Background: an optimization exercise with open tools, aiming at small area, a short achievable clock period and few clock cycles per item. Do not read the settings as production practice. The RTL was checked by simulation tests, not by an equivalence proof against the original design. Power and IR drop assume default switching activity.

== lane 1 ==
// ignition_advance_curve_lookup
module ignition_advance_curve_lookup (
  input  logic        clk,
  input  logic        rst,
  input  logic        write_enable,
  input  logic [1:0]  write_index,
  input  logic [15:0] write_data,
  input  logic        in_valid,
  output logic        in_stall,
  input  logic [15:0] engine_speed,
  output logic        out_valid,
  input  logic        out_stall,
  output logic [11:0] spark_advance,
  output logic [1:0]  speed_region
);
  logic [11:0] cranking_advance;
  logic [11:0] top_advance;
  logic [15:0] cranking_speed_limit;
  always_ff @(posedge clk) begin
    if (rst) begin
      cranking_advance     <= 12'd50;
      top_advance          <= 12'd350;
      cranking_speed_limit <= 16'd500;
    end else if (write_enable) begin
      case (write_index)
        2'd0: cranking_advance     <= write_data[11:0];
        2'd1: top_advance          <= write_data[11:0];
        2'd2: cranking_speed_limit <= write_data;
        default: ;
      endcase
    end
  end
  logic        o2_full;
  logic        run;
  logic        en;
  logic [15:0] s;
  assign en       = run;
  assign in_stall = o2_full;
  assign s        = engine_speed;
  logic [13:0] s14;
  logic [15:0] therm;
  logic [14:0] oh;
  logic [1:0]  region;
  assign s14 = s[13:0];    
  assign therm[0] = 1'b1;
  assign therm[1] = (s14 >= 14'd1067);
  assign therm[2] = (s14 >= 14'd2134);
  assign therm[3] = (s14 >= 14'd3200);
  assign therm[4] = (s14 >= 14'd4267);
  assign therm[5] = (s14 >= 14'd5334);
  assign therm[6] = (s14 >= 14'd6400);
  assign therm[7] = (s14 >= 14'd7467);
  assign therm[8] = (s14 >= 14'd8534);
  assign therm[9] = (s14 >= 14'd9600);
  assign therm[10] = (s14 >= 14'd10667);
  assign therm[11] = (s14 >= 14'd11734);
  assign therm[12] = (s14 >= 14'd12800);
  assign therm[13] = (s14 >= 14'd13867);
  assign therm[14] = (s14 >= 14'd14934);
  assign therm[15] = 1'b0;
  assign oh = therm[14:0] & ~therm[15:1];
  always_comb begin
  ...
==> flow/config.mk <==
export PLATFORM = sky130hd
export DESIGN_NAME = ignition_advance_curve_lookup
export DESIGN_NICKNAME = ignition_advance_curve_lookup
export VERILOG_FILES = /design/flow/design.v
export SDC_FILE = /design/flow/constraint.sdc
export NUM_CORES = 4
export LEC_CHECK = 0
export ABC_AREA = 1
export CAP_MARGIN = 20
export CORE_MARGIN = 2
export CORE_UTILIZATION = 40
export SETUP_SLACK_MARGIN = 3.9
export SLEW_MARGIN = 20
==> flow/constraint.sdc <==
create_clock -name core_clock -period 7.0 [get_ports {clk}]
set_input_delay 1.4000 -clock core_clock [delete_from_list [all_inputs] [get_ports {clk}]]
set_output_delay 1.4000 -clock core_clock [all_outputs]
set_load 0.01 [all_outputs]
run.sh (not shown) runs the stock make flow with config.mk's settings and CLKGATE_MAP_FILE= SYNTH_SCRIPT=/design/flow/synth_recipe.tcl, a recipe that flattens the netlist after the stock synthesis.
Testbench counts of lane 1, summed over its fixed seeds: cycles 9,640, items 9,600.
diff inputs: lane 1 => lane 2
Settings: SETUP_SLACK_MARGIN: 3.9 -> 3.7.
[summary]
Going from lane 1 to lane 2, internal power summed over all cells saw a decrease; total routing usage reported by global routing closely matched the old numbers; post-route cell area moved down. Re weighted congestion at the end of routability-driven global placement: no difference whatsoever between lane 2 and lane 1. Between lane 1 and lane 2, the difference in worst hold margin is negligible. The wire length number comes out lower for lane 2 vs lane 1. Global routing usage on met1 across lane 1 and lane 2: no real change. On first-pass GRT wire length, lane 2 tracks lane 1 almost exactly.

* * *

Another version of the RTL of ignition_advance_curve_lookup (not shown whole).
Size: roughly 150 flip-flops, about 9500 sq um of cells after synthesis.
Design ignition_advance_curve_lookup, start of the top module:
module ignition_advance_curve_lookup (
  input  logic        clk,
  input  logic        rst,
  input  logic        write_enable,
  input  logic [1:0]  write_index,
  input  logic [15:0] write_data,
  input  logic        in_valid,
  output logic        in_stall,
  input  logic [15:0] engine_speed,
  output logic        out_valid,
  input  logic        out_stall,
  output logic [11:0] spark_advance,
  output logic [1:0]  speed_region
);
==> flow/config.mk <==
export PLATFORM = sky130hd
export DESIGN_NAME = ignition_advance_curve_lookup
export DESIGN_NICKNAME = ignition_advance_curve_lookup
export VERILOG_FILES = /design/flow/design.v
export SDC_FILE = /design/flow/constraint.sdc
export NUM_CORES = 4
export LEC_CHECK = 0
export ABC_AREA = 1
export CAP_MARGIN = 20
export CORE_MARGIN = 2
export CORE_UTILIZATION = 40
export SETUP_SLACK_MARGIN = 3.0
export SLEW_MARGIN = 20
==> flow/constraint.sdc <==
create_clock -name core_clock -period 7.0 [get_ports {clk}]
set_input_delay 1.4000 -clock core_clock [delete_from_list [all_inputs] [get_ports {clk}]]
set_output_delay 1.4000 -clock core_clock [all_outputs]
set_load 0.01 [all_outputs]
Testbench counts at the start, summed over its fixed seeds: cycles 9,640, items 9,600.
Change:
Settings changed: ABC_AREA 1 to default, CORE_UTILIZATION 40 to 60, SETUP_SLACK_MARGIN 3.0 to 3.3.
Global-route usage grows by 8.0 points.
Synthesized area shrinks by 3.2%.
Clock power shrinks by 6.1%.
Change:
Settings changed: ABC_AREA from default to 1, CORE_UTILIZATION 60 to 55, SETUP_SLACK_MARGIN 3.3 to 3.6.
Total power came out higher by 1.3%.
Final area is about the same.
Flip-flop and latch count does not change.
Via count came out higher by 5.1%.
Synthesized area came out higher by 3.3%.
Register-to-register slack improved by 0.32 ns.
Wire length came out lower by 1.1%.
Synthesized cell count came out higher by 21%.
Change:
Settings changed: CORE_UTILIZATION 55 to 40.
Effect: Worst setup slack gets better by 0.046 ns. Sequential share of layout area goes down by 0.81 points. Worst hold slack hardly moves. Final cell count climbs by a few percent.

* * *

ignition_advance_curve_lookup again, from the RTL that the note above started with.
==> flow/config.mk <==
export PLATFORM = sky130hd
export DESIGN_NAME = ignition_advance_curve_lookup
export DESIGN_NICKNAME = ignition_advance_curve_lookup
export VERILOG_FILES = /design/flow/design.v
export SDC_FILE = /design/flow/constraint.sdc
export NUM_CORES = 4
export LEC_CHECK = 0
export CAP_MARGIN = 20
export CORE_MARGIN = 2
export CORE_UTILIZATION = 40
export SETUP_SLACK_MARGIN = 3.8
export SLEW_MARGIN = 20
==> flow/constraint.sdc <==
create_clock -name core_clock -period 7.0 [get_ports {clk}]
set_input_delay 1.4000 -clock core_clock [delete_from_list [all_inputs] [get_ports {clk}]]
set_output_delay 1.4000 -clock core_clock [all_outputs]
set_load 0.01 [all_outputs]
The baseline went through all stages and came out clean.
Testbench counts at the start, summed over its fixed seeds: cycles 9,640, items 9,600.
Change:
- ABC_AREA: not set -> 1
- SETUP_SLACK_MARGIN: 3.8 -> 3.3
After rerunning:
- The new run finished with timing, DRC and antenna clean
- non-clock buffer count drops by 50
- area after synthesis climbs by 3.3%
- total power climbs by 0.61%
- wire length climbs by 0.81%
- global-route usage climbs by 0.19 points
- die area climbs by 3.2%
- cell count climbs by 15%
Change:
- PLACE_DENSITY: not set -> 0.7
- SETUP_SLACK_MARGIN: 3.3 -> 3.6
Outcome:
- The changed run passed the timing, design-rule and antenna checks
- via count is higher by 2.2%
- maximum frequency goes up by 4.1%
- hold slack hardly moves
- die area does not change
- sequential power is about the same
- utilization rose by 0.66 points
- cell count came out higher by 0.69%
- register-to-register slack improved by 0.14 ns

* * *

Starting RTL as in the previous note.
Settings: LEC_CHECK=0, CAP_MARGIN=20, CORE_MARGIN=2, CORE_UTILIZATION=40, CTS_BUF_LIST=sky130_fd_sc_hd__clkbuf_4 sky130_fd_sc_hd__clkbuf_8, CTS_CLUSTER_SIZE=40, SETUP_SLACK_MARGIN=3.3, SLEW_MARGIN=20; clock period 7.0 ns.
Testbench counts at the start, summed over its fixed seeds: cycles 9,640, items 9,600.
Rerun with:
--- a/flow/config.mk
+++ b/flow/config.mk
@@ -10,4 +10,2 @@
 export CORE_UTILIZATION = 40
-export CTS_BUF_LIST = sky130_fd_sc_hd__clkbuf_4 sky130_fd_sc_hd__clkbuf_8
-export CTS_CLUSTER_SIZE = 40
 export SETUP_SLACK_MARGIN = 3.3
Outcome: Core utilization grows by 0.31 points. Count of clock-buffer cells in the layout does not change. Wire length goes down by 2.5%.

-- port drivers added, routing unchanged --
Ports are ideal in the flow. The routed layouts listed here were re-timed in OpenROAD. Step 1 assumes that a clkbuf_16 drives the clock port and a buf_2 every other input. Step 2 moves the port delays by t, midway between the first and last clock arrival at a register: inputs arrive t later, outputs are due t later. That takes back most of the time a late clock gives input paths. a / b / c = ideal / step 1 / step 2; a / b = the first two.
run	t (ns)	setup slack, ns	worst setup path at the end	worst register clock-pin slew, ns	pins driven straight from the clock port
lane 1	0.479	4.059 / 4.046 / 3.597	input to register	0.09 / 0.09	1
lane 2	0.477	3.883 / 3.885 / 3.430	input to register	0.09 / 0.09	1
the first run of note 2	0.466	3.072 / 3.046 / 2.903	input to register	0.08 / 0.08	1
the second run of note 2	0.471	3.260 / 3.260 / 2.943	input to register	0.07 / 0.07	1
the third run of note 2	0.465	3.584 / 3.584 / 3.319	input to register	0.07 / 0.07	1
the fourth run of note 2	0.465	3.630 / 3.598 / 3.396	input to register	0.07 / 0.07	1
the first run of note 3	0.476	3.371 / 3.371 / 3.371	register to register	0.07 / 0.07	1
the second run of note 3	0.464	3.491 / 3.491 / 3.073	input to register	0.07 / 0.07	1
the third run of note 3	0.471	3.629 / 3.629 / 3.351	input to register	0.08 / 0.08	1
the first run of note 4	0.498	3.257 / 3.257 / 2.877	input to register	0.11 / 0.11	1
the second run of note 4	0.476	3.357 / 3.357 / 3.002	input to register	0.08 / 0.08	1
After both steps setup and hold are still met in every run listed. The setup slack of lane 1, which loses most, moves by -0.013 ns with the drivers and by -0.462 ns with both steps.
